Source: an optimization exercise on an open RTL-to-GDS flow (aim: small area). Production flows keep margins and buffers that such runs may drop.
At most, simulation tests tie the RTL to the original design; equivalence was not proved.
For run 1, only the layout was checked, not whether the RTL still works.
The clock port is modelled as an ideal driver; clocking choices that lean on that would not hold on a real chip.

[flow/config.mk]
export PLATFORM = sky130hd
export DESIGN_NAME = char_lcd_nibble_command_sequencer
export DESIGN_NICKNAME = char_lcd_nibble_command_sequencer
export VERILOG_FILES = /design/flow/design.v
export SDC_FILE = /design/flow/constraint.sdc
export NUM_CORES = 4
export LEC_CHECK = 0
export ABC_AREA = 1
export CAP_MARGIN = 20
export CORE_MARGIN = 2
export CORE_UTILIZATION = 40
export SLEW_MARGIN = 20
[flow/constraint.sdc]
create_clock -name core_clock -period 10.0 [get_ports {clk}]
set_input_delay 2.0000 -clock core_clock [delete_from_list [all_inputs] [get_ports {clk}]]
set_output_delay 2.0000 -clock core_clock [all_outputs]
set_load 0.01 [all_outputs]
[flow/design.v]
package lcdseq_pkg;
  localparam logic [3:0] ACT_CHAR      = 4'd0;
  localparam logic [3:0] ACT_COMMAND   = 4'd1;
  localparam logic [3:0] ACT_CLEAR     = 4'd2;
  localparam logic [3:0] ACT_CURSOR    = 4'd3;
  localparam logic [3:0] ACT_SHOW_BYTE = 4'd4;
  localparam logic [3:0] ACT_SHOW_WORD = 4'd5;
  localparam logic [3:0] ACT_INIT      = 4'd6;
  localparam logic [3:0] ACT_CURS_ON   = 4'd7;
  localparam logic [3:0] ACT_CURS_OFF  = 4'd8;
  localparam int F_BYTE  = 12;   
  localparam int F_RS    = 13;   
  localparam int F_INIT  = 14;   
  localparam int F_CLEAR = 15;   
endpackage
module lcdseq_front (
  input  logic [3:0]  action,
  input  logic [7:0]  data_byte,
  input  logic [5:0]  column,
  input  logic        row,
  input  logic [15:0] number,
  output logic [16:0] ent,
  output logic        ent_valid
);
  logic [15:0] pay;
  logic [7:0]  byte_val;
  logic        word;
  always_comb begin
    word      = 1'b0;
    pay       = 16'h0000;
    byte_val  = data_byte;
    ent_valid = 1'b1;
    case (action)
      lcdseq_pkg::ACT_CHAR: begin
        pay[lcdseq_pkg::F_BYTE] = 1'b1;
        pay[lcdseq_pkg::F_RS]   = 1'b1;
      end
      lcdseq_pkg::ACT_COMMAND:   pay[lcdseq_pkg::F_BYTE] = 1'b1;
      lcdseq_pkg::ACT_CLEAR: begin
        pay[lcdseq_pkg::F_INIT]  = 1'b1;
        pay[lcdseq_pkg::F_CLEAR] = 1'b1;
      end
      lcdseq_pkg::ACT_CURSOR: begin
        pay[lcdseq_pkg::F_BYTE] = 1'b1;
        byte_val = {1'b1, row, column};
      end
      lcdseq_pkg::ACT_SHOW_BYTE: byte_val = number[7:0];
      lcdseq_pkg::ACT_SHOW_WORD: word = 1'b1;
      lcdseq_pkg::ACT_INIT:      pay[lcdseq_pkg::F_INIT] = 1'b1;
      lcdseq_pkg::ACT_CURS_ON: begin
        pay[lcdseq_pkg::F_BYTE] = 1'b1;
        byte_val = 8'h0f;
      end
      lcdseq_pkg::ACT_CURS_OFF: begin
        pay[lcdseq_pkg::F_BYTE] = 1'b1;
        byte_val = 8'h0c;
      end
      default:                   ent_valid = 1'b0;
    endcase
    pay[9:2] = byte_val;
    if (word) pay = number;
  end
  assign ent = {word, pay};
endmodule
module lcdseq_fifo #(
  parameter int EW = 17
) (
  input  logic          clk,
  input  logic          rst_n,
  input  logic          push,
  input  logic [EW-1:0] push_ent,
  input  logic          pop,
  output logic [EW-1:0] head,
  output logic          head_valid,
  output logic          full
);
  logic [EW-1:0] s0, s1;
  logic          ne_r, full_r;
  assign head       = s0;
  assign head_valid = ne_r;
  assign full       = full_r;
  always_ff @(posedge clk) begin
    if (!rst_n) begin
      ne_r   <= 1'b0;
      full_r <= 1'b0;
    end else begin
      if (push && !pop) begin
        ne_r   <= 1'b1;
        full_r <= ne_r;
      end else if (pop && !push) begin
        ne_r   <= full_r;
        full_r <= 1'b0;
      end
    end
  end
  always_ff @(posedge clk) begin
    if (!full_r) begin
      s1 <= push_ent;
    end
    if (pop || !ne_r) begin
      s0 <= full_r ? s1 : push_ent;
    end
  end
endmodule
module lcdseq_back (
  input  logic        clk,
  input  logic        rst_n,
  input  logic [16:0] head,
  input  logic        head_valid,
  output logic        pop,
  output logic        out_valid,
  input  logic        out_stall,
  output logic [8:0]  out_step      
);
  localparam int F_BYTE  = lcdseq_pkg::F_BYTE;
  localparam int F_RS    = lcdseq_pkg::F_RS;
  localparam int F_INIT  = lcdseq_pkg::F_INIT;
  localparam int F_CLEAR = lcdseq_pkg::F_CLEAR;
  localparam logic [95:0] INIT_TAB = 96'hca0c60b209a0b228a38e3020;
  logic [16:0] w_r;                   
  logic        dig_r;
  logic [1:0]  dq_r;                  
  logic [3:0]  idx_r;
  logic        ov_r;
  logic        o_strobe, o_rs, o_wc0, o_last;
  logic [3:0]  o_nib;
  logic        busy, adv, last, take;
  logic        head_dig;
  logic [3:0]  start;
  logic        s_strobe, s_rs, s_wc0;
  logic [3:0]  s_nib;
  logic [2:0]  place;
  logic        hi_step, first4;
  logic [12:0] k1, k2, r1, r2;
  logic        q1, q2;
  assign busy = (idx_r != 4'd0);
  assign adv  = busy && (!ov_r || !out_stall);
  assign last = (idx_r == 4'd15);
  assign take = !busy || (adv && last);
  assign pop  = take && head_valid;
  assign head_dig = head[16] || !(head[F_BYTE] || head[F_INIT]);
  always_comb begin
    if (head[16])          start = 4'd6;
    else if (head[F_BYTE]) start = 4'd14;
    else if (head[F_INIT]) start = head[F_CLEAR] ? 4'd12 : 4'd1;
    else                   start = 4'd10;
  end
  assign place   = ~idx_r[3:1];
  assign hi_step = !idx_r[0];
  assign first4  = hi_step && (place == 3'd4);    
  always_comb begin
    logic [12:0] u1, u2, u4, u8;
    case (place)
      3'd0:    u1 = 13'd1;
      3'd1:    u1 = 13'd5;
      3'd2:    u1 = 13'd25;
      3'd3:    u1 = 13'd125;
      default: u1 = 13'd625;
    endcase
    u2 = u1 << 1;
    u4 = u1 << 2;
    u8 = u1 << 3;
    if (first4)        k1 = 13'd0;
    else if (w_r[16])  k1 = u2;
    else               k1 = hi_step ? -u8 : -u2;
    r1 = w_r[16:4] + k1;
    q1 = !r1[12] && !first4;
    k2 = hi_step ? (r1[12] ? u4 : -u4) : (r1[12] ? u1 : -u1);
    r2 = r1 + k2;
    q2 = !r2[12];
  end
  always_comb begin
    s_strobe = 1'b1;
    s_rs     = 1'b0;
    s_wc0    = 1'b0;
    s_nib    = 4'h0;
    if (dig_r) begin
      s_rs  = 1'b1;
      s_nib = idx_r[0] ? {dq_r, q1, q2} : 4'h3;
    end else if (w_r[F_INIT]) begin
      {s_strobe, s_wc0, s_nib} = INIT_TAB[6*idx_r +: 6];
    end else begin
      s_rs  = w_r[F_RS];
      s_nib = idx_r[0] ? w_r[5:2] : w_r[9:6];
    end
  end
  always_ff @(posedge clk) begin
    if (!rst_n) begin
      idx_r <= 4'd0;
      ov_r  <= 1'b0;
    end else begin
      if (pop)      idx_r <= start;
      else if (adv) idx_r <= idx_r + 4'd1;
      if (adv)             ov_r <= 1'b1;
      else if (!out_stall) ov_r <= 1'b0;
    end
  end
  always_ff @(posedge clk) begin
    if (take) begin
      w_r   <= {1'b0, head[15:0]};
      dig_r <= head_dig;
    end else if (adv && dig_r) begin
      if (hi_step) w_r <= {r2, w_r[3:0]};
      else         w_r <= {r2[11:0], w_r[3:0], 1'b0};
    end
    if (adv) begin
      dq_r     <= {q1, q2};
      o_strobe <= s_strobe;
      o_rs     <= s_rs;
      o_nib    <= s_nib;
      o_wc0    <= s_wc0;
      o_last   <= last;
    end
  end
  assign out_valid = ov_r;
  assign out_step  = {o_strobe, o_rs, o_nib, !o_strobe, o_wc0, o_last};
endmodule
module char_lcd_nibble_command_sequencer (
  input  logic        clk,
  input  logic        rst_n,
  input  logic        in_valid,
  output logic        in_stall,
  input  logic [3:0]  in_action,
  input  logic [7:0]  in_data_byte,
  input  logic [5:0]  in_column,
  input  logic        in_row,
  input  logic [15:0] in_number,
  output logic        out_valid,
  input  logic        out_stall,
  output logic        out_strobe_res,
  output logic        out_register_select,
  output logic [3:0]  out_nibble,
  output logic [1:0]  out_wait_class,
  output logic        out_last
);
  logic [16:0] ent, head;
  logic        ent_valid, head_valid, q_full, q_push, q_pop;
  logic [8:0]  step;
  lcdseq_front u_front (
    .action    (in_action),
    .data_byte (in_data_byte),
    .column    (in_column),
    .row       (in_row),
    .number    (in_number),
    .ent       (ent),
    .ent_valid (ent_valid)
  );
  assign in_stall = q_full;
  assign q_push   = in_valid && !q_full && ent_valid;
  lcdseq_fifo u_fifo (
    .clk        (clk),
    .rst_n      (rst_n),
    .push       (q_push),
    .push_ent   (ent),
    .pop        (q_pop),
    .head       (head),
    .head_valid (head_valid),
    .full       (q_full)
  );
  lcdseq_back u_back (
    .clk        (clk),
    .rst_n      (rst_n),
    .head       (head),
    .head_valid (head_valid),
    .pop        (q_pop),
    .out_valid  (out_valid),
    .out_stall  (out_stall),
    .out_step   (step)
  );
  assign {out_strobe_res, out_register_select, out_nibble, out_wait_class, out_last} = step;
endmodule
[flow/flow/run.sh]
#!/bin/bash
# Standard ORFS layout with three changes:
#  - synthesis maps logic with an area-only ABC script (no buffering or upsizing)
#    and without full-adder extraction; everything else in synthesis is standard,
#    so the registers and their names are the standard synthesis's;
#  - ports are buffered with sky130_fd_sc_hd__buf_1;
#  - CTS uses small clock buffers and no dummy loads.
set -euo pipefail
here=$(pwd)
rm -rf "$here/scripts_abc"
cp -r "$FLOW_HOME/scripts" "$here/scripts_abc"
cp "$here/flow/abc_area.script" "$here/scripts_abc/abc_area.script"

bash standard.sh SCRIPTS_DIR="$here/scripts_abc" ADDER_MAP_FILE= ABC_AREA=1 synth \
  > "$here/log_synth.txt" 2>&1

bash standard.sh \
  BUFFER_PORTS_ARGS="-buffer_cell sky130_fd_sc_hd__buf_1" \
  CTS_ARGS="$(cat "$here/flow/cts_args.txt")" \
  finish > "$here/log_layout.txt" 2>&1
[flow/flow/abc_area.script]
strash
dc2
dc2
dch -f
amap
[flow/flow/cts_args.txt]
-sink_clustering_enable -repair_clock_nets -dont_use_dummy_load -buf_list sky130_fd_sc_hd__clkbuf_2 sky130_fd_sc_hd__clkbuf_4 sky130_fd_sc_hd__clkbuf_8
[flow/standard.sh]
#!/bin/bash
# synth_recipe.tcl (not shown) runs the flow's synth.tcl, then flattens the netlist and writes it again
# the make line also repeats each setting of config.mk as NAME=value (left out here)
make -C /OpenROAD-flow-scripts/flow DESIGN_CONFIG=/design/flow/config.mk WORK_HOME=/design/flow/orfs CLKGATE_MAP_FILE= SYNTH_SCRIPT=/design/flow/synth_recipe.tcl "${@:-finish}"
==> results of run 1 <==
[stage by stage]
stage	hold WS (ns)	std cells
after floorplan	0.423	453
after detailed placement	0.444	612
after global placement	0.434	612
[cells in the mapped netlist (2+ instances only)]
cell	count
o32ai_1	4
o22ai_1	12
nor2_1	93
a311oi_1	2
or3_1	2
o21a_1	2
a221o_1	3
a21o_1	3
a2111oi_0	2
nor3_1	9
a22oi_1	6
edfxtp_1	44
dfxtp_1	25
o32a_1	4
a221oi_1	5
o21ai_0	39
a21oi_1	34
a222oi_1	4
nand2_1	59
a31oi_1	3
a211oi_1	4
or2_0	5
nor2b_1	11
o221ai_1	8
clkinv_1	46
a22o_1	11
[cells by family after synthesis]
| family | Yosys count | share of synthesized area [%] |
|---|---|---|
| AOI/OAI and AO/OA | 153 | 27.2 |
| buffers and inverters | 48 | 4.86 |
| DFF | 69 | 48.1 |
| and+or+nand+nor | 183 | 19.9 |
[worst max-delay path by stage]
| stage | from | depth (start not counted) | endpoint | slack [ns] |
|---|---|---|---|---|
| 3_5_place_dp | u_back.idx_r[0]$_SDFFE_PN0P_ | 42 | u_back.w_r[15]$_DFFE_PP_ | 1.71 |
| 3_3_place_gp | u_back.idx_r[0]$_SDFFE_PN0P_ | 41 | u_back.w_r[15]$_DFFE_PP_ | 1.95 |
| 2_1_floorplan | u_back.idx_r[0]$_SDFFE_PN0P_ | 42 | u_back.w_r[15]$_DFFE_PP_ | 3.09 |
==> results.tsv, run 1 <==
metric	value	unit
die width	101	um
#FFs+latches synth	69	
Post-DP Area	4110	um2
Synth area leaders	edfxtp_1, dfxtp_1, nor2_1	
Err	[ERROR STA-0564] clock_tree_synthesis positional arguments not supported.	
Post-Place Worst Slack	1.71	ns
syn_nets	492	
outcome	did not finish	
die height	101	um
Yosys top cell by area	edfxtp_1	
EDFF count, synth	44	
mean post-synth cell area	8.36	um2
unique cell type count in the Yosys netlist	39	
share of the synthesized area in the top cell type	34.9	%
register area share after synthesis	48.1	%
top_reg_cell synth	edfxtp_1	
Ys Warns	3	
Exit stage	clock tree synthesis	
asr flop ratio synth	0	%
PortBufs	49	
Cell Area, Synth	3790	um2
HPWL Detailed	7340	um
Initial Util	41.2	%
Gate Count Post-Synth	453	
# IOs	50	
Final GP Congestion	0.973	
Core Rows	35	
==> inputs of run 2 (changes only) <==
--- a/flow/design.v
+++ b/flow/design.v
@@ -164,8 +164,9 @@
     else if (w_r[16])  k1 = u2;
     else               k1 = hi_step ? -u8 : -u2;
-    r1 = w_r[16:4] + k1;
+    r1[12:1] = w_r[16:5] + k1[12:1];
+    r1[0]    = 1'b0;
     q1 = !r1[12] && !first4;
     k2 = hi_step ? (r1[12] ? u4 : -u4) : (r1[12] ? u1 : -u1);
-    r2 = r1 + k2;
+    r2 = {r1[12:1], w_r[4]} + k2;
     q2 = !r2[12];
   end
@@ -201,5 +202,5 @@
       dig_r <= head_dig;
     end else if (adv && dig_r) begin
-      if (hi_step) w_r <= {r2, w_r[3:0]};
+      if (hi_step) w_r <= {r2[12:1], w_r[4:0]};   
       else         w_r <= {r2[11:0], w_r[3:0], 1'b0};
     end
==> flow/flow/cts_args.txt (replaced) <==
-sink_clustering_enable -repair_clock_nets -dont_use_dummy_load -buf_list sky130_fd_sc_hd__clkbuf_4
--- a/flow/config.mk
+++ b/flow/config.mk
@@ -9,4 +9,4 @@
 export CAP_MARGIN = 20
 export CORE_MARGIN = 2
-export CORE_UTILIZATION = 40
+export CORE_UTILIZATION = 65
 export SLEW_MARGIN = 20
==> results.tsv, run 2 <==
metric	value	unit
setup bufs post-CTS	0	
asr flop ratio synth	0	%
Final GP Congestion	0.965	
Core Rows	27	
CTS resizes	0	
Final Max Tran Viols	0	
non-filler cells, final	576	
Worst-Skew Late Latency	0.41	ns
unique cell type count in the Yosys netlist	36	
leading cell types by count after synthesis	nor2_1, nand2_1, edfxtp_1	
Iteration-0 DRC Markers	336	
fin crit share	80.0	%
#FFs+latches synth	69	
clk buf depth	2	
die width	79.8	um
register area share after synthesis	48.8	%
Hold Fails Final Rpt	0	
clock-pin slew on the worst setup and hold paths	0.11	ns
largest net degree at the start of global routing	27	
GRT overflow	0	
CTS Buf Count	9	
Initial Util	67.4	%
Max-Cap Viols	0	
clock sink total	69	
# IOs	50	
CP max-delay cell	dfxtp_1	
placed cells	567	
Crit path required time	10.24	ns
largest fanout on the critical path	25	
layout cells sized above 1	2.38	%
H-tree level count	3	
most frequent CP cell	nand2_1	
f_max	125	MHz
Final setup viols	0	
antenna fix cells	0	
max incr delay on CP	0.84	ns
share of the synthesized area in the top cell type	35.4	%
first-pass GRT wire length	14200	um
antenna viol nets, final	0	
EDFF count, synth	44	
Setup TNS	0	ns
top-count cell post-synth	nor2_1	
WL final	8650	um
final layout net count	545	
commonest non-fill, non-tap cell in the layout	nor2_1	
Worst-Margin Slew	0.991	ns
met1 usage	34.0	%
initial antenna violation count	0	
Cell Area, Synth	3730	um2
Final Cell Area	4090	um2
outcome	complete, no violations	
cts hold-fix bufs	0	
Core ar.	5540	um2
vias in the first global route	3171	
Post-DP Area	4020	um2
Yosys top cell by area	edfxtp_1	
biggest registers after layout	u_back.w_r: 17 flops, u_fifo.s0: 17 flops, u_fifo.s1: 17 flops	
mean post-synth cell area	8.41	um2
gr busiest metal	met2	
most frequent cells in the layout	nor2_1, nand2_1, buf_1	
Synth area leaders	edfxtp_1, dfxtp_1, nor2_1	
Setup Skew	0.0350	ns
Gate Count Post-Synth	444	
Ys Warns	3	
GRT Overall Usage	29.1	%
CP endpoint kind	register	
Synth-to-Final Area Change	9.55	%
PortBufs	49	
minimum clock period	8.00	ns
met2 global-route usage	51.8	%
HP Class	reg2reg	
met3 usage	5.54	%
root buffer cell	clkbuf_4	
Vias	3561	
die area	6370	um2
Slew headroom	33.4	%
top_reg_cell synth	edfxtp_1	
RSZ-0062 raised after global routing	false	
HPWL Detailed	6600	um
Vias/cell	6.18	
Startpoint Class	register	
Fill cells	436	
Hold WS	0.473	ns
die height	79.8	um
CTS tree	yes	
DRC	0	
wire length per cell	15.0	um
Arr. time, crit path	8.25	ns
crit path kind	reg2reg	
Detailed Routing Iterations Pass 1	5	
syn_nets	483	
[run 2: cell count changes after synthesis, sizes merged, moves of 5 or more]
cell    change
a21oi       -9
nor2       -15
o21a        +5
clkinv      -5
nor2b       -7
nand2      +14
a22o        -5
[run 2: path summary, 6_finish.rpt]
kind / to / startpoint / cells after the start / slack [ns]
hold reg to reg: u_fifo.s1[7]$_DFF_P_ / u_fifo.s1[7]$_DFF_P_ / 2 / 0.47
setup / recovery: u_back.o_nib[0]$_DFFE_PP_ / u_back.idx_r[0]$_SDFFE_PN0P_ / 43 / 2.00
hold / removal: u_fifo.s1[7]$_DFF_P_ / u_fifo.s1[7]$_DFF_P_ / 2 / 0.47
setup reg to reg: u_back.o_nib[0]$_DFFE_PP_ / u_back.idx_r[0]$_SDFFE_PN0P_ / 43 / 2.00
[run 2: per-stage QoR]
stage	setup slack (ns)	util, %
finish	2.00	73.8
detailed placement	2.10	72.6
floorplan	3.44	-
global route	0.756	73.8
CTS	2.10	73.8
global placement	2.47	72.6
[run 2: final cells by class]
cell class                      instances  area, um2  share of cell area [%]
Timing Repair Buffer                   52        206                    5.05
Inverter                               41        154                    3.76
Clock buffer                            9       67.6                    1.65
Tap cell                               72       90.1                    2.20
Sequential cell                        69       1820                    44.5
Multi-Input combinational cell        333       1750                    42.8
[run 2: logic make-up after synthesis]
logic type / Yosys count / synth area share [%]
buffers and inverters: 42 / 4.32
and+or+nand+nor: 181 / 19.7
DFF: 69 / 48.8
AOI/OAI and AO/OA: 152 / 27.2
[run 2: worst max-delay path: cells and delay by family (launching register included)]
| kind | cells | cell delay [ns] |
|---|---|---|
| compound gates | 14 | 2.95 |
| buf+inv | 4 | 1.44 |
| simple gates | 25 | 2.59 |
| flops | 1 | 0.84 |
[run 2: per-layer routing]
metal	up-vias	share of wire, %
met5	-	0
met4	0	3.4
met3	30	7.3
met2	203	49
met1	1548	40
li1	1780	-
==> inputs of run 3 (changes only) <==
--- a/flow/design.v
+++ b/flow/design.v
@@ -117,5 +117,22 @@
   localparam int F_INIT  = lcdseq_pkg::F_INIT;
   localparam int F_CLEAR = lcdseq_pkg::F_CLEAR;
-  localparam logic [95:0] INIT_TAB = 96'hca0c60b209a0b228a38e3020;
+  localparam logic [95:0] INIT_TAB = {
+    6'b1_1_0010,    
+    6'b1_0_0000,    
+    6'b1_1_0001,    
+    6'b1_0_0000,    
+    6'b1_0_1100,    
+    6'b1_0_0000,    
+    6'b1_0_0110,    
+    6'b1_0_0000,    
+    6'b1_0_1100,    
+    6'b1_0_0010,    
+    6'b1_0_0010,    
+    6'b1_0_0011,    
+    6'b1_0_0011,    
+    6'b1_0_0011,    
+    6'b0_0_0000,    
+    6'b1_0_0000     
+  };
   logic [16:0] w_r;                   
   logic        dig_r;
--- a/flow/config.mk
+++ b/flow/config.mk
@@ -7,6 +7,6 @@
 export LEC_CHECK = 0
 export ABC_AREA = 1
-export CAP_MARGIN = 20
+export CAP_MARGIN = 0
 export CORE_MARGIN = 2
 export CORE_UTILIZATION = 65
-export SLEW_MARGIN = 20
+export SLEW_MARGIN = 0
==> results.tsv, run 3 <==
metric	value	unit
outcome	complete, no violations	
CTS tree	yes	
final layout net count	545	
biggest registers after layout	u_back.w_r: 17 flops, u_fifo.s0: 17 flops, u_fifo.s1: 17 flops	
Slew headroom	33.4	%
Cell Area, Synth	3730	um2
Core ar.	5540	um2
share of the synthesized area in the top cell type	35.4	%
HP Class	reg2reg	
Vias/cell	6.18	
worst r2r src	u_back.idx_r[0]$_SDFFE_PN0P_	
cts hold-fix bufs	0	
PortBufs	49	
die height	79.8	um
die area	6370	um2
H-tree level count	3	
FF-to-FF setup slack	2.00	ns
Arr. time, crit path	8.25	ns
# IOs	50	
root buffer cell	clkbuf_4	
Hold Fails Final Rpt	0	
vias in the first global route	3171	
top-count cell post-synth	nor2_1	
antenna viol nets, final	0	
Setup Skew	0.0350	ns
crit path kind	reg2reg	
Worst-Margin Slew	0.991	ns
register area share after synthesis	48.8	%
commonest non-fill, non-tap cell in the layout	nor2_1	
mean post-synth cell area	8.41	um2
depth of the most critical reg-to-reg path	43	
most frequent cells in the layout	nor2_1, nand2_1, buf_1	
antenna fix cells	0	
Startpoint Class	register	
Gate Count Post-Synth	444	
clock sink total	69	
first-pass GRT wire length	14200	um
DRC	0	
max incr delay on CP	0.84	ns
crit path to	u_back.o_nib[0]$_DFFE_PP_	
clk buf depth	2	
GRT overflow	0	
syn_nets	483	
largest fanout on the critical path	25	
Vias	3561	
most frequent CP cell	nand2_1	
Final GP Congestion	0.965	
Crit path required time	10.24	ns
wire length per cell	15.0	um
clock-pin slew on the worst setup and hold paths	0.11	ns
asr flop ratio synth	0	%
die width	79.8	um
Core Rows	27	
GRT Overall Usage	29.1	%
Initial Util	67.4	%
#FFs+latches synth	69	
EDFF count, synth	44	
RSZ-0062 raised after global routing	false	
Worst-Skew Late Latency	0.41	ns
end of the worst register-to-register path	u_back.o_nib[0]$_DFFE_PP_	
f_max	125	MHz
Yosys top cell by area	edfxtp_1	
minimum clock period	8.00	ns
Setup crit start	u_back.idx_r[0]$_SDFFE_PN0P_	
WL final	8650	um
Final Max Tran Viols	0	
largest net degree at the start of global routing	27	
Synth area leaders	edfxtp_1, dfxtp_1, nor2_1	
Max-Cap Viols	0	
leading cell types by count after synthesis	nor2_1, nand2_1, edfxtp_1	
Core Util, Final	73.8	%
fin crit share	80.0	%
Ys Warns	3	
unique cell type count in the Yosys netlist	36	
layout cells sized above 1	2.38	%
CTS Buf Count	9	
CTS resizes	0	
Final setup viols	0	
Setup TNS	0	ns
CP max-delay cell	dfxtp_1	
Iteration-0 DRC Markers	336	
setup bufs post-CTS	0	
top_reg_cell synth	edfxtp_1	
initial antenna violation count	0	
Detailed Routing Iterations Pass 1	5	
CP endpoint kind	register	
Synth-to-Final Area Change	9.55	%
HPWL Detailed	6600	um
run 3: cell counts after synthesis:
Identical to the previous run, type by type.
run 3: metrics by stage:
stage | instance area, um2 | hold WS (ns) | cells | setup slack [ns]
after detailed placement | 4020 | 0.450 | 567 | 2.10
after global routing | 4090 | 0.499 | 576 | 0.756
after CTS | 4090 | 0.478 | 576 | 2.10
after global placement | 4020 | 0.432 | 567 | 2.47
after floorplan | 3730 | 0.423 | 444 | 3.44
final | 4090 | 0.473 | 576 | 2.00
run 3: final cells by class:
class	instances	area (um2)
Clock buffer	9	67.6
Timing Repair Buffer	52	206
Tap cell	72	90.1
Fill cell	436	1450
Multi-Input combinational cell	333	1750
Sequential cell	69	1820
Inverter	41	154
run 3: cell families (layout without fill, tap and decap cells):
| group | Yosys count | in the layout | synth area share (%) |
|---|---|---|---|
| AO/OA/AOI/OAI | 152 | 152 | 27.2 |
| buffers and inverters | 42 | 102 | 4.32 |
| flip-flops | 69 | 69 | 48.8 |
| AND/OR/NAND/NOR | 181 | 181 | 19.7 |
run 3: how the worst min path moves through the flow:
| stage | start | endpoint | slack (ns) | cells past startpoint |
|---|---|---|---|---|
| after global routing | u_fifo.s1[5]$_DFF_P_ | u_fifo.s1[5]$_DFF_P_ | 0.50 | 1 |
| after floorplan | u_fifo.s1[6]$_DFF_P_ | u_fifo.s1[6]$_DFF_P_ | 0.42 | 2 |
| after CTS | u_fifo.s1[7]$_DFF_P_ | u_fifo.s1[7]$_DFF_P_ | 0.48 | 2 |
| after global placement | u_fifo.s1[16]$_DFF_P_ | u_fifo.s1[16]$_DFF_P_ | 0.43 | 1 |
| after detailed placement | u_fifo.s1[7]$_DFF_P_ | u_fifo.s1[7]$_DFF_P_ | 0.45 | 2 |
| final | u_fifo.s1[7]$_DFF_P_ | u_fifo.s1[7]$_DFF_P_ | 0.47 | 2 |
run 3: critical path, delay by kind of cell (launching register included):
kind	cells	cell delay, ns
flops	1	0.84
compound gates	14	2.95
simple gates	25	2.59
buf+inv	4	1.44
run 3: routing by layer:
layer	track usage, %	part of all wire (%)	vias to the layer above
li1	-	-	1780
met1	34.0	40	1548
met2	51.8	49	203
met3	5.54	7.3	30
met4	12.7	3.4	0
met5	0	0	-
==> inputs of run 4 (changes only) <==
--- a/flow/flow/run.sh
+++ b/flow/flow/run.sh
@@ -5,5 +5,6 @@
 #    so the registers and their names are the standard synthesis's;
 #  - ports are buffered with sky130_fd_sc_hd__buf_1;
-#  - CTS uses small clock buffers and no dummy loads.
+#  - CTS uses small clock buffers and no dummy loads; after CTS, a clock buffer
+#    whose loads see a slow clock edge is upsized (flow/post_cts.tcl).
 set -euo pipefail
 here=$(pwd)
@@ -18,3 +19,4 @@
   BUFFER_PORTS_ARGS="-buffer_cell sky130_fd_sc_hd__buf_1" \
   CTS_ARGS="$(cat "$here/flow/cts_args.txt")" \
+  POST_CTS_TCL="$here/flow/post_cts.tcl" \
   finish > "$here/log_layout.txt" 2>&1
==> flow/flow/abc_area.script (replaced) <==
strash
&get -n
&deepsyn -T 20
&put
dch -f
amap
==> flow/flow/post_cts.tcl (new file) <==
# Run after CTS (ORFS POST_CTS_TCL hook): upsize a clock buffer whose loads see
# a clock edge slower than the limit, leaves and root alike, then legalize.
proc clk_fix_slew { limit bigcell } {
  for {set pass 0} {$pass < 3} {incr pass} {
    estimate_parasitics -placement
    set changed 0
    foreach inst [get_cells clkbuf_*] {
      set worst 0
      foreach op [get_pins -of_objects $inst -filter "direction==output"] {
        foreach p [get_pins -of_objects [get_nets -of_objects $op] -filter "direction==input"] {
          set s [get_property $p slew_max]
          if {$s > $worst} { set worst $s }
        }
      }
      if {$worst > $limit && [get_property $inst ref_name] != $bigcell} {
        puts "clk_fix_slew: [get_property $inst name] worst load slew $worst, now $bigcell"
        replace_cell $inst $bigcell
        set changed 1
      }
    }
    if {!$changed} { break }
  }
}

clk_fix_slew 0.105 sky130_fd_sc_hd__clkbuf_8
detailed_placement
check_placement -verbose
estimate_parasitics -placement
--- a/flow/config.mk
+++ b/flow/config.mk
@@ -7,6 +7,6 @@
 export LEC_CHECK = 0
 export ABC_AREA = 1
-export CAP_MARGIN = 0
+export CAP_MARGIN = 20
 export CORE_MARGIN = 2
 export CORE_UTILIZATION = 65
-export SLEW_MARGIN = 0
+export SLEW_MARGIN = 20
==> results.tsv, run 4 <==
metric	value	unit
outcome	complete, no violations	
initial antenna violation count	0	
RSZ-0062 raised after global routing	false	
most frequent cells in the layout	nor2_1, nand2_1, clkinv_1, buf_1, edfxtp_1	
layout cells sized above 1	2.62	%
largest fanout on the critical path	20	
Gate Count Post-Synth	437	
crit path kind	reg2reg	
leading cell types by count after synthesis	nor2_1, nand2_1, clkinv_1	
Post-DP Area	3970	um2
top_reg_cell synth	edfxtp_1	
Slew headroom	29.2	%
syn_nets	476	
non-filler cells, final	569	
first-pass GRT wire length	14900	um
clock sink total	69	
commonest non-fill, non-tap cell in the layout	nor2_1	
Cell Area, Synth	3680	um2
Yosys top cell by area	edfxtp_1	
Setup TNS	0	ns
max incr delay on CP	0.75	ns
die area	6280	um2
Core ar.	5470	um2
Detailed Routing Iterations Pass 1	5	
mean post-synth cell area	8.41	um2
GRT overflow	0	
Final GP Congestion	0.939	
fin crit share	87.1	%
vias in the first global route	3345	
Post-Place Worst Slack	1.12	ns
Setup Skew	0.0389	ns
die width	79.2	um
final layout net count	538	
#FFs+latches synth	69	
HP Class	reg2reg	
Synth area leaders	edfxtp_1, dfxtp_1, nor2_1	
CTS tree	yes	
# IOs	50	
PortBufs	49	
Worst-Margin Slew	1.05	ns
f_max	115	MHz
clock-pin slew on the worst setup and hold paths	0.10	ns
Hold Fails Final Rpt	0	
placed cells	560	
biggest registers after layout	u_back.w_r: 17 flops, u_fifo.s0: 17 flops, u_fifo.s1: 17 flops	
share of the synthesized area in the top cell type	35.9	%
top-count cell post-synth	nor2_1	
CP max-delay cell	dfxtp_1	
Synth-to-Final Area Change	10.1	%
Worst-Skew Late Latency	0.36	ns
minimum clock period	8.71	ns
register area share after synthesis	49.5	%
CP endpoint kind	register	
DRC	0	
wire length per cell	16.1	um
Final Cell Area	4050	um2
Max-Cap Viols	0	
Hold WS	0.474	ns
antenna fix cells	0	
EDFF count, synth	44	
Initial Util	67.2	%
largest net degree at the start of global routing	21	
Arr. time, crit path	8.93	ns
Core Rows	27	
Ys Warns	3	
asr flop ratio synth	0	%
die height	79.2	um
setup ws final	1.29	ns
Vias	3595	
Crit path required time	10.22	ns
unique cell type count in the Yosys netlist	36	
WL final	9160	um
Startpoint Class	register	
GRT Overall Usage	31.1	%
Iteration-0 DRC Markers	346	
antenna viol nets, final	0	
Final Max Tran Viols	0	
Vias/cell	6.32	
HPWL Detailed	7050	um
Final setup viols	0	
-- run 4: routing by layer --
| layer | vias to the layer above | part of all wire (%) | global-route usage (%) |
|---|---|---|---|
| li1 | 1728 | - | - |
| met1 | 1607 | 40 | 36.8 |
| met2 | 217 | 48 | 52.8 |
| met3 | 43 | 7.8 | 6.70 |
| met4 | 0 | 4.9 | 16.9 |
| met5 | - | 0 | 0 |
-- run 4: through the flow --
stage	util, %
2_1_floorplan	-
3_3_place_gp	72.5
3_5_place_dp	72.5
5_1_grt	74.0
6_report	74.0
-- run 4: cell type report --
| type | instances | area (um2) |
|---|---|---|
| Sequential cell | 69 | 1820 |
| Multi-Input combinational cell | 318 | 1670 |
| Inverter | 49 | 184 |
| Tap cell | 72 | 90.1 |
| Clock buffer | 9 | 80.1 |
| Fill cell | 412 | 1420 |
| Timing Repair Buffer | 52 | 206 |
-- run 4: cell families (layout without fill, tap and decap cells) --
| group | after synthesis | count (layout) | share of synthesized area (%) |
|---|---|---|---|
| AOI/OAI and AO/OA | 140 | 140 | 25.2 |
| buffers and inverters | 50 | 110 | 5.21 |
| DFF | 69 | 69 | 49.5 |
| and+or+nand+nor | 178 | 178 | 20.0 |
-- run 4: final timing paths --
path | from | end | slack, ns | cells past startpoint
worst max register to register | u_back.idx_r[0]$_SDFFE_PN0P_ | u_back.w_r[16]$_SDFFE_PP0P_ | 1.29 | 44
worst min-delay path | u_fifo.s1[1]$_DFF_P_ | u_fifo.s1[1]$_DFF_P_ | 0.47 | 1
worst max-delay path | u_back.idx_r[0]$_SDFFE_PN0P_ | u_back.w_r[16]$_SDFFE_PP0P_ | 1.29 | 44
worst min register to register | u_fifo.s1[1]$_DFF_P_ | u_fifo.s1[1]$_DFF_P_ | 0.47 | 1
-- run 4: worst max-delay path: cells and delay by family (launching register included) --
kind / cells / cell delay [ns]
simple gates: 18 / 2.12
compound gates: 21 / 4.81
flops: 1 / 0.75
buf+inv: 5 / 0.88
==> inputs of run 5 (changes only) <==
--- a/flow/config.mk
+++ b/flow/config.mk
@@ -7,6 +7,7 @@
 export LEC_CHECK = 0
 export ABC_AREA = 1
-export CAP_MARGIN = 20
+export CAP_MARGIN = 0
 export CORE_MARGIN = 2
 export CORE_UTILIZATION = 65
-export SLEW_MARGIN = 20
+export GPL_TIMING_DRIVEN = 0
+export SLEW_MARGIN = 0
==> results.tsv, run 5 <==
metric	value	unit
first-pass GRT wire length	14000	um
Setup TNS	0	ns
largest net degree at the start of global routing	21	
layout cells sized above 1	2.02	%
die width	79.2	um
wire length per cell	15.0	um
Final Cell Area	4040	um2
commonest non-fill, non-tap cell in the layout	nor2_1	
minimum clock period	8.93	ns
# IOs	50	
Core ar.	5470	um2
Final GP Congestion	0.933	
Crit path required time	10.19	ns
Vias/cell	6.09	
most frequent cells in the layout	nor2_1, nand2_1, clkinv_1, buf_1, edfxtp_1	
non-filler cells, final	567	
Post-DP Area	3950	um2
Synth area leaders	edfxtp_1, dfxtp_1, nor2_1	
worst r2r src	u_back.idx_r[0]$_SDFFE_PN0P_	
family with the most delay on the worst path	compound AO/OA/AOI/OAI gates	
RSZ-0062 raised after global routing	false	
Slew headroom	22.3	%
Arr. time, crit path	9.12	ns
placed cells	558	
final layout net count	536	
CP Buf/Inv Count	5	
crit path kind	reg2reg	
antenna viol nets, final	0	
Hold WS	0.479	ns
Setup crit start	u_back.idx_r[0]$_SDFFE_PN0P_	
Iteration-0 DRC Markers	296	
fin crit share	89.3	%
max incr delay on CP	0.77	ns
top_reg_cell synth	edfxtp_1	
WL final	8510	um
f_max	112	MHz
Hold Fails Final Rpt	0	
HPWL Detailed	6530	um
Vias	3453	
CTS tree	yes	
outcome	complete, no violations	
clock sink total	69	
Core Rows	27	
mean post-synth cell area	8.41	um2
Cell Area, Synth	3680	um2
top-count cell post-synth	nor2_1	
die area	6280	um2
Fill cells	422	
GRT Overall Usage	29.2	%
share of the synthesized area in the top cell type	35.9	%
biggest registers after layout	u_back.w_r: 17 flops, u_fifo.s0: 17 flops, u_fifo.s1: 17 flops	
HP Start	u_fifo.s1[11]$_DFF_P_	
Max-Cap Viols	0	
HP Class	reg2reg	
Synth-to-Final Area Change	9.80	%
unique cell type count in the Yosys netlist	36	
Initial Util	67.2	%
vias in the first global route	3133	
Detailed Routing Iterations Pass 1	5	
EDFF count, synth	44	
register area share after synthesis	49.5	%
Final Max Tran Viols	0	
Gate Count Post-Synth	437	
CP endpoint kind	register	
Ys Warns	3	
GRT overflow	0	
Startpoint Class	register	
CP max-delay cell	dfxtp_1	
largest fanout on the critical path	20	
Worst-Margin Slew	1.17	ns
Worst-Skew Late Latency	0.34	ns
#FFs+latches synth	69	
Yosys top cell by area	edfxtp_1	
PortBufs	49	
Setup Skew	0.0257	ns
DRC	0	
antenna fix cells	0	
initial antenna violation count	0	
clock-pin slew on the worst setup and hold paths	0.10	ns
Final setup viols	0	
asr flop ratio synth	0	%
syn_nets	476	
die height	79.2	um
leading cell types by count after synthesis	nor2_1, nand2_1, clkinv_1	
[run 5: kinds of logic (layout without fill, tap and decap cells)]
kind of cell | count (synthesis) | count (layout) | synth area share (%)
AOI/OAI and AO/OA | 140 | 140 | 25.2
buffers and inverters | 50 | 108 | 5.21
DFF | 69 | 69 | 49.5
and+or+nand+nor | 178 | 178 | 20.0
[run 5: cell type report]
class                   count  area [um2]  share of cell area (%)
plain buffers               1        7.51                   0.186
multi-input cells         318        1660                    41.2
repair buffers             49         184                    4.56
well taps                  72        90.1                    2.23
clock buffers               9        86.3                    2.14
flip-flops and latches     69        1820                    45.1
inverters                  49         184                    4.56
[run 5: through the flow]
| step | setup slack [ns] | utilization (%) |
|---|---|---|
| 2_1_floorplan | 2.61 | - |
| 3_3_place_gp | 1.02 | 72.2 |
| 3_5_place_dp | 0.898 | 72.2 |
| 5_1_grt | 0.0709 | 73.8 |
| 6_report | 1.07 | 73.8 |
[run 5: metal layers]
layer / up-vias / part of all wire [%] / track usage (%)
met5: - / 0 / 0
met2: 182 / 48 / 48.2
met4: 0 / 3.8 / 17.2
met1: 1502 / 42 / 36.3
met3: 33 / 7.2 / 4.66
li1: 1736 / - / -
[run 5: final timing paths]
path | slack (ns) | end | cells after the start
setup / recovery | 1.07 | u_back.w_r[16]$_SDFFE_PP0P_ | 44
hold / removal | 0.48 | u_fifo.s1[11]$_DFF_P_ | 1
setup reg to reg | 1.07 | u_back.w_r[16]$_SDFFE_PP0P_ | 44
hold reg to reg | 0.48 | u_fifo.s1[11]$_DFF_P_ | 1

[separate check: timing with driven ports]
No port has a modelled driver above. Below, the same layouts with a new extraction and two added sets of constraints. Step 1: set_driving_cell puts a clkbuf_16 on clk and a buf_2 on each other input, an assumption about the parent block. Step 2, shift: input delay + t, output delay - t, t = (earliest + latest rising clock arrival at the registers) / 2. This alone moves slack from input paths to output paths. Slacks: no drivers / after step 1 / after step 2; pairs: no drivers / after step 1.
run | t (ns) | slack for setup (ns) | latest minus earliest clock arrival (ns) | cell pins on the clock port's net
run 2 | 0.418 | 1.997 / 1.997 / 1.997 | 0.035 / 0.035 | 1
run 3 | 0.418 | 1.997 / 1.997 / 1.997 | 0.035 / 0.035 | 1
run 4 | 0.366 | 1.295 / 1.295 / 1.295 | 0.039 / 0.040 | 1
run 5 | 0.362 | 1.070 / 1.070 / 1.070 | 0.026 / 0.026 | 1
After both steps setup and hold are still met in every run listed.
